Context: an optimization exercise on an open-source flow, tuned for small area and a short achievable clock period. The choices shown serve that exercise and are no tape-out recipe.
Function was checked by simulation only, so behaviour that the tests miss may differ from the original.
Power and IR drop assume default switching activity.

==> flow/design.v <==
module pool2x2_stream #(
    parameter int DATA_W   = 16,
    parameter int MAX_COLS = 256,
    parameter int DIM_W    = 9
) (
    input  logic                     pclk,
    input  logic                     rst,
    input  logic [DIM_W-1:0]         cfg_cols,
    input  logic [DIM_W-1:0]         cfg_rows,
    input  logic                     cfg_avg,
    input  logic                     in_valid,
    input  logic                     in_sof,
    input  logic signed [DATA_W-1:0] in_data,
    output logic                     out_valid,
    output logic signed [DATA_W-1:0] out_data,
    output logic                     out_eol,
    output logic                     out_eof,
    output logic                     cfg_err
);
    localparam int DEPTH = 128;                   
    localparam logic [DIM_W:0] MAX_COLS_W = (DIM_W+1)'(MAX_COLS);
    logic                     ok_q, avg_q, err_q;
    logic [DIM_W-1:0]         cols_q, rows_q;
    logic [DIM_W-1:0]         crem_q, rrem_q;     
    logic                     c_odd_q, c_last_q, c_eol_q, c0_q, c1_q;
    logic                     r_odd_q, r_last_q, r_eof_q;
    logic [3:0]               dg0_q, dg1_q, dg2_q;  
    logic                     dg3_q;
    logic                     out_vld_q, out_eol_q, out_eof_q;
    logic signed [DATA_W-1:0] out_dat_q;
    logic signed [DATA_W+1:0] t_q;                
    logic signed [DATA_W:0]   b_q;                
    logic signed [DATA_W:0]   sr [DEPTH];
    logic signed [DATA_W:0]   so [5];             
    localparam logic [76:0] TAP = {7'd127, 7'd63, 7'd47, 7'd31, 7'd15, 7'd11, 7'd7,
                                   7'd3, 7'd2, 7'd1, 7'd0};
    logic [3:0]               sel1;
    logic [6:0]               sel2;
    logic [9:0]               sel3;
    logic [10:0]              sel4;
    logic                     sof, acc, cfg_legal, shift;
    logic [6:0]               len;
    logic signed [DATA_W+1:0] inx, t_new;
    logic signed [DATA_W:0]   h, b_new;
    logic signed [DATA_W-1:0] o;
    logic signed [DATA_W-1:0] t16, b16;
    logic signed [DATA_W+1:0] r_sum, t_sum;
    logic [1:0]               r_gt, t_gt;            
    pool2x2_stream_addr #(.W(DATA_W+2)) add_r (.a(t_q), .b(inx), .s(r_sum));
    pool2x2_stream_addr #(.W(DATA_W+2)) add_t (.a((DATA_W+2)'(b_q)), .b(inx), .s(t_sum));
    pool2x2_stream_gtr  #(.W(DATA_W), .N(2)) gt_r (.a(DATA_W'(t_q)), .b(in_data), .gt(r_gt));
    pool2x2_stream_gtr  #(.W(DATA_W), .N(2)) gt_t (.a(DATA_W'(b_q)), .b(in_data), .gt(t_gt));
    pool2x2_stream_selr #(.W(DATA_W))  sel_r (.avg(avg_q), .w0(!r_odd_q), .sum(r_sum), .gt(r_gt),
                                              .a(DATA_W'(t_q)), .x(in_data), .so(so[4]), .h(h),
                                              .o(o), .bn(b_new));
    pool2x2_stream_selt #(.W(DATA_W))  sel_t (.avg(avg_q), .use_x(in_sof || !r_odd_q), .sum(t_sum),
                                              .gt(t_gt), .a(DATA_W'(b_q)), .x(in_data), .y(t_new));
    assign cfg_legal = (|cfg_cols[DIM_W-1:1]) && (|cfg_rows[DIM_W-1:1]) &&
                       ({1'b0, cfg_cols} <= MAX_COLS_W);
    always_comb begin
        sof   = in_valid && in_sof;
        len   = 7'((cfg_cols >> 1) - DIM_W'(1));
        acc   = in_valid && !in_sof;
        shift = acc && (r_odd_q ? (!c_odd_q && !c_last_q) : c_odd_q);
        inx   = (DATA_W+2)'(in_data);
        t16   = DATA_W'(t_q);
        b16   = DATA_W'(b_q);
        sel1 = dg0_q;
        sel2 = {dg1_q[3:1], sel1 & {4{dg1_q[0]}}};
        sel3 = {dg2_q[3:1], sel2 & {7{dg2_q[0]}}};
        sel4 = {dg3_q, sel3 & {10{!dg3_q}}};
        so[0] = sr[0];
        so[1] = '0;
        so[2] = '0;
        so[3] = '0;
        so[4] = '0;
        for (int c = 0; c < 11; c++) begin
            if (c < 4)  so[1] = so[1] | (sr[TAP[7*c +: 7]] & {(DATA_W+1){sel1[c]}});
            if (c < 7)  so[2] = so[2] | (sr[TAP[7*c +: 7]] & {(DATA_W+1){sel2[c]}});
            if (c < 10) so[3] = so[3] | (sr[TAP[7*c +: 7]] & {(DATA_W+1){sel3[c]}});
            so[4] = so[4] | (sr[TAP[7*c +: 7]] & {(DATA_W+1){sel4[c]}});
        end
    end
    always_ff @(posedge pclk or posedge rst) begin
        if (rst) begin
            ok_q      <= 1'b0;
            err_q     <= 1'b0;
            out_vld_q <= 1'b0;
        end else begin
            out_vld_q <= acc && ok_q && c_odd_q && r_odd_q;
            if (sof) begin
                ok_q  <= cfg_legal;
                err_q <= !cfg_legal;
            end
        end
    end
    always_ff @(posedge pclk) begin
        if (sof) begin
            avg_q    <= cfg_avg;
            dg0_q    <= 4'b1 << len[1:0];
            dg1_q    <= 4'b1 << len[3:2];
            dg2_q    <= 4'b1 << len[5:4];
            dg3_q    <= len[6];
            cols_q   <= cfg_cols;
            rows_q   <= cfg_rows;
            crem_q   <= cfg_cols - DIM_W'(1);
            c_odd_q  <= 1'b1;
            c_last_q <= cfg_cols == DIM_W'(2);
            c_eol_q  <= cfg_cols[DIM_W-1:2] == '0;
            c0_q     <= 1'b0;
            c1_q     <= 1'b1;
            rrem_q   <= cfg_rows;
            r_odd_q  <= 1'b0;
            r_last_q <= 1'b0;
        end else if (acc) begin
            c1_q <= c0_q;
            if (c_last_q) begin
                crem_q   <= cols_q;
                c_odd_q  <= 1'b0;
                c_last_q <= 1'b0;
                c0_q     <= 1'b1;
                if (r_last_q) begin
                    rrem_q   <= rows_q;
                    r_odd_q  <= 1'b0;
                    r_last_q <= 1'b0;
                end else begin
                    rrem_q   <= rrem_q - DIM_W'(1);
                    r_odd_q  <= !r_odd_q;
                    r_last_q <= rrem_q == DIM_W'(2);
                    r_eof_q  <= rrem_q[DIM_W-1:2] == '0;
                end
            end else begin
                crem_q   <= crem_q - DIM_W'(1);
                c_odd_q  <= !c_odd_q;
                c_last_q <= crem_q == DIM_W'(2);
                c_eol_q  <= crem_q[DIM_W-1:2] == '0;
                c0_q     <= 1'b0;
            end
        end
    end
    always_ff @(posedge pclk) begin
        out_dat_q <= o;
        out_eol_q <= c_eol_q;
        out_eof_q <= c_eol_q && r_eof_q;
        if (sof || (in_valid && !c_odd_q)) begin
            t_q <= t_new;
        end
        if (acc && c_odd_q && (r_odd_q || c1_q)) begin
            b_q <= b_new;
        end
    end
    always_ff @(posedge pclk) begin
        if (shift) begin
            sr[0] <= h;
            for (int k = 1; k < DEPTH; k++) begin
                sr[k] <= (k == 1 || k == 4 || k == 16 || k == 64) ? so[k == 1 ? 0 : k == 4 ? 1 : k == 16 ? 2 : 3]
                                                                  : sr[k-1];
            end
        end
    end
    assign out_valid = out_vld_q;
    assign out_data  = out_dat_q;
    assign out_eol   = out_eol_q;
    assign out_eof   = out_eof_q;
    assign cfg_err   = err_q;
endmodule
module pool2x2_stream_selt #(
    parameter int W = 16
) (
    input  logic                avg,
    input  logic                use_x,
    input  logic signed [W+1:0] sum,
    input  logic [1:0]          gt,
    input  logic signed [W-1:0] a,
    input  logic signed [W-1:0] x,
    output logic signed [W+1:0] y
);
    logic [W+1:0] ge;
    assign ge = {{(W+2-9){gt[1]}}, {9{gt[0]}}};
    for (genvar i = 0; i < W + 2; i++) begin : bit_
        assign y[i] = use_x ? ((i < W) ? x[i < W ? i : W-1] : x[W-1])
                            : (avg ? sum[i] : (ge[i] ? ((i < W) ? a[i < W ? i : W-1] : a[W-1])
                                                     : ((i < W) ? x[i < W ? i : W-1] : x[W-1])));
    end
endmodule
module pool2x2_stream_selr #(
    parameter int W = 16
) (
    input  logic                avg,
    input  logic                w0,
    input  logic signed [W+1:0] sum,
    input  logic [1:0]          gt,
    input  logic signed [W-1:0] a,
    input  logic signed [W-1:0] x,
    input  logic signed [W:0]   so,
    output logic signed [W:0]   h,
    output logic signed [W-1:0] o,
    output logic signed [W:0]   bn
);
    logic signed [W-1:0] m;
    logic        [W-1:0] ge;
    assign ge = {{(W-8){gt[1]}}, {8{gt[0]}}};
    assign m  = (ge & a) | (~ge & x);
    assign h  = avg ? sum[W:0] : (W+1)'(m);
    assign o  = avg ? sum[W+1:2] : m;
    assign bn = w0 ? h : so;
endmodule
module pool2x2_stream_and #(
    parameter int W = 18
) (
    input  logic [W-1:0] a,
    input  logic [W-1:0] b,
    output logic [W-1:0] y
);
    assign y = a & b;
endmodule
module pool2x2_stream_xor #(
    parameter int W = 18
) (
    input  logic [W-1:0] a,
    input  logic [W-1:0] b,
    output logic [W-1:0] y
);
    assign y = a ^ b;
endmodule
module pool2x2_stream_pfx1 #(
    parameter int W = 16                          
) (
    input  logic [W-1:0] p,
    input  logic [W-1:0] g,
    output logic         c
);
    localparam int L = $clog2(W);
    logic [W-1:0] gg [L+1];
    logic [W-1:0] pp [L+1];
    assign gg[0] = g;
    assign pp[0] = p;
    for (genvar l = 0; l < L; l++) begin : lvl
        localparam int N = W >> (l + 1);
        pool2x2_stream_red #(.N(N)) u (.gi(gg[l][2*N-1:0]), .pi(pp[l][2*N-1:0]),
                                       .go(gg[l+1][N-1:0]), .po(pp[l+1][N-1:0]));
        if (N < W) begin : pad
            assign gg[l+1][W-1:N] = '0;
            assign pp[l+1][W-1:N] = '0;
        end
    end
    assign c = gg[L][0];
endmodule
module pool2x2_stream_red #(
    parameter int N = 8
) (
    input  logic [2*N-1:0] gi,
    input  logic [2*N-1:0] pi,
    output logic [N-1:0]   go,
    output logic [N-1:0]   po
);
    for (genvar i = 0; i < N; i++) begin : grp
        assign go[i] = gi[2*i+1] | (pi[2*i+1] & gi[2*i]);
        assign po[i] = pi[2*i+1] & pi[2*i];
    end
endmodule
module pool2x2_stream_addr #(
    parameter int W = 18
) (
    input  logic [W-1:0] a,
    input  logic [W-1:0] b,
    output logic [W-1:0] s
);
    logic [W-1:0] p, g, c;
    pool2x2_stream_xor #(.W(W)) px (.a(a), .b(b), .y(p));
    pool2x2_stream_and #(.W(W)) gx (.a(a), .b(b), .y(g));
    pool2x2_stream_pfx #(.W(W)) cx (.p(p), .g(g), .c(c));
    assign s = p ^ {c[W-2:0], 1'b0};
endmodule
module pool2x2_stream_gtr #(
    parameter int W = 16,
    parameter int N = 1
) (
    input  logic [W-1:0] a,
    input  logic [W-1:0] b,
    output logic [N-1:0] gt
);
    logic [W-1:0] ua, nb, p, g;
    assign ua = {~a[W-1], a[W-2:0]};
    assign nb = {b[W-1], ~b[W-2:0]};
    pool2x2_stream_xor  #(.W(W)) px (.a(ua), .b(nb), .y(p));
    pool2x2_stream_and  #(.W(W)) gx (.a(ua), .b(nb), .y(g));
    for (genvar i = 0; i < N; i++) begin : cx
        pool2x2_stream_pfx1 #(.W(W)) t (.p(p), .g(g), .c(gt[i]));
    end
endmodule
module pool2x2_stream_pfx #(
    parameter int W = 18
) (
    input  logic [W-1:0] p,
    input  logic [W-1:0] g,
    output logic [W-1:0] c
);
    localparam int L = $clog2(W);
    logic [W-1:0] gg [L+1];
    logic [W-1:0] pp [L+1];
    assign gg[0] = g;
    assign pp[0] = p;
    for (genvar l = 0; l < L; l++) begin : lvl
        localparam int D = 2 ** l;
        localparam int PL = (2 * D < W) ? 2 * D : W - 1;
        logic [W-1:D]  go;
        logic [W-1:PL] po;
        pool2x2_stream_pfxl #(.W(W), .D(D), .PL(PL)) u (.gi(gg[l]), .pi(pp[l]), .go(go), .po(po));
        assign gg[l+1] = {go, gg[l][D-1:0]};
        assign pp[l+1] = {po, pp[l][PL-1:0]};
    end
    assign c = gg[L];
endmodule
module pool2x2_stream_pfxl #(
    parameter int W  = 18,
    parameter int D  = 1,
    parameter int PL = 2
) (
    input  logic [W-1:0]  gi,
    input  logic [W-1:0]  pi,
    output logic [W-1:D]  go,
    output logic [W-1:PL] po
);
    for (genvar i = D; i < W; i++) begin : g_
        assign go[i] = gi[i] | (pi[i] & gi[i-D]);
    end
    for (genvar i = PL; i < W; i++) begin : p_
        assign po[i] = pi[i] & pi[i-D];
    end
endmodule
export LEC_CHECK = 0
export CAP_MARGIN = 20
export CORE_MARGIN = 2
export CORE_UTILIZATION = 55
export CTS_CLUSTER_DIAMETER = 100
export CTS_CLUSTER_SIZE = 28
export PLACE_DENSITY_LB_ADDON = 0.2
export SETUP_SLACK_MARGIN = 2.9
export SLEW_MARGIN = 20
export SYNTH_HIERARCHICAL = 1
export SYNTH_MINIMUM_KEEP_SIZE = 0
create_clock -name core_clock -period 5.3 [get_ports {pclk}]
run.sh (not shown) runs the stock make flow with config.mk's settings and CLKGATE_MAP_FILE= SYNTH_SCRIPT=/design/flow/synth_recipe.tcl, a recipe that flattens the netlist after the stock synthesis.
Next try:
--- a/flow/design.v
+++ b/flow/design.v
@@ -38,7 +38,8 @@
     logic [6:0]               sel2;
     logic [9:0]               sel3;
     logic [10:0]              sel4;
-    logic                     sof, acc, cfg_legal, shift;
+    logic                     sof, acc, cfg_legal, shift_arm;
+    logic [3:0]               shift;              
     logic [6:0]               len;
     logic signed [DATA_W+1:0] inx, t_new;
     logic signed [DATA_W:0]   h, b_new;
@@ -55,13 +56,16 @@
                                               .o(o), .bn(b_new));
     pool2x2_stream_selt #(.W(DATA_W))  sel_t (.avg(avg_q), .use_x(in_sof || !r_odd_q), .sum(t_sum),
                                               .gt(t_gt), .a(DATA_W'(b_q)), .x(in_data), .y(t_new));
+    for (genvar q = 0; q < 4; q++) begin : shq
+        pool2x2_stream_shen sh (.v(in_valid), .s(in_sof), .arm(shift_arm), .en(shift[q]));
+    end
     assign cfg_legal = (|cfg_cols[DIM_W-1:1]) && (|cfg_rows[DIM_W-1:1]) &&
                        ({1'b0, cfg_cols} <= MAX_COLS_W);
     always_comb begin
         sof   = in_valid && in_sof;
         len   = 7'((cfg_cols >> 1) - DIM_W'(1));
         acc   = in_valid && !in_sof;
-        shift = acc && (r_odd_q ? (!c_odd_q && !c_last_q) : c_odd_q);
+        shift_arm = r_odd_q ? (!c_odd_q && !c_last_q) : c_odd_q;
         inx   = (DATA_W+2)'(in_data);
         t16   = DATA_W'(t_q);
         b16   = DATA_W'(b_q);
@@ -150,9 +154,11 @@
         end
     end
     always_ff @(posedge pclk) begin
-        if (shift) begin
+        if (shift[0]) begin
             sr[0] <= h;
-            for (int k = 1; k < DEPTH; k++) begin
+        end
+        for (int k = 1; k < DEPTH; k++) begin
+            if (shift[k / (DEPTH / 4)]) begin
                 sr[k] <= (k == 1 || k == 4 || k == 16 || k == 64) ? so[k == 1 ? 0 : k == 4 ? 1 : k == 16 ? 2 : 3]
                                                                   : sr[k-1];
             end
@@ -329,3 +335,11 @@
         assign po[i] = pi[i] & pi[i-D];
     end
 endmodule
+module pool2x2_stream_shen (
+    input  logic v,
+    input  logic s,
+    input  logic arm,
+    output logic en
+);
+    assign en = v & ~s & arm;
+endmodule
Cell area goes down by 0.70%. Count of clock-buffer cells in the layout decreases by 5. Routed wire length barely changes. Worst setup slack improves by 19 ps. Synthesized area stays flat. Register-to-register slack stays flat. Hold slack gets better by 14 ps. Die area stays flat. Clock skew falls by 24 ps. Total power decreases by 4.5%. Global-route usage hardly moves. Clock power fell by about 1%. Core utilization goes down by 0.43 points.

[afterwards: timing with drivers on the ports]
In the flow no input, the clock included, has a driving cell. The finished layouts below were timed again as built, in two steps. Step 1: set_driving_cell puts a clkbuf_16 on pclk and a buf_2 on each other input, an assumption about the parent block. Step 2, shift: input delay + t, output delay - t, t = (earliest + latest rising clock arrival at the registers) / 2. This alone moves slack from input paths to output paths. a / b / c = ideal / step 1 / step 2; a / b = the first two.
run | shift t [ns] | setup slack, ns | cell pins on the clock port's net
the first run | 0.783 | 2.851 / 2.892 / 2.109 | 1
the second run | 0.811 | 2.870 / 2.808 / 2.082 | 1
After both steps setup and hold are still met in every run listed. For the second run, which loses most, drivers alone change the setup slack by -0.062 ns; drivers and shift together by -0.788 ns.
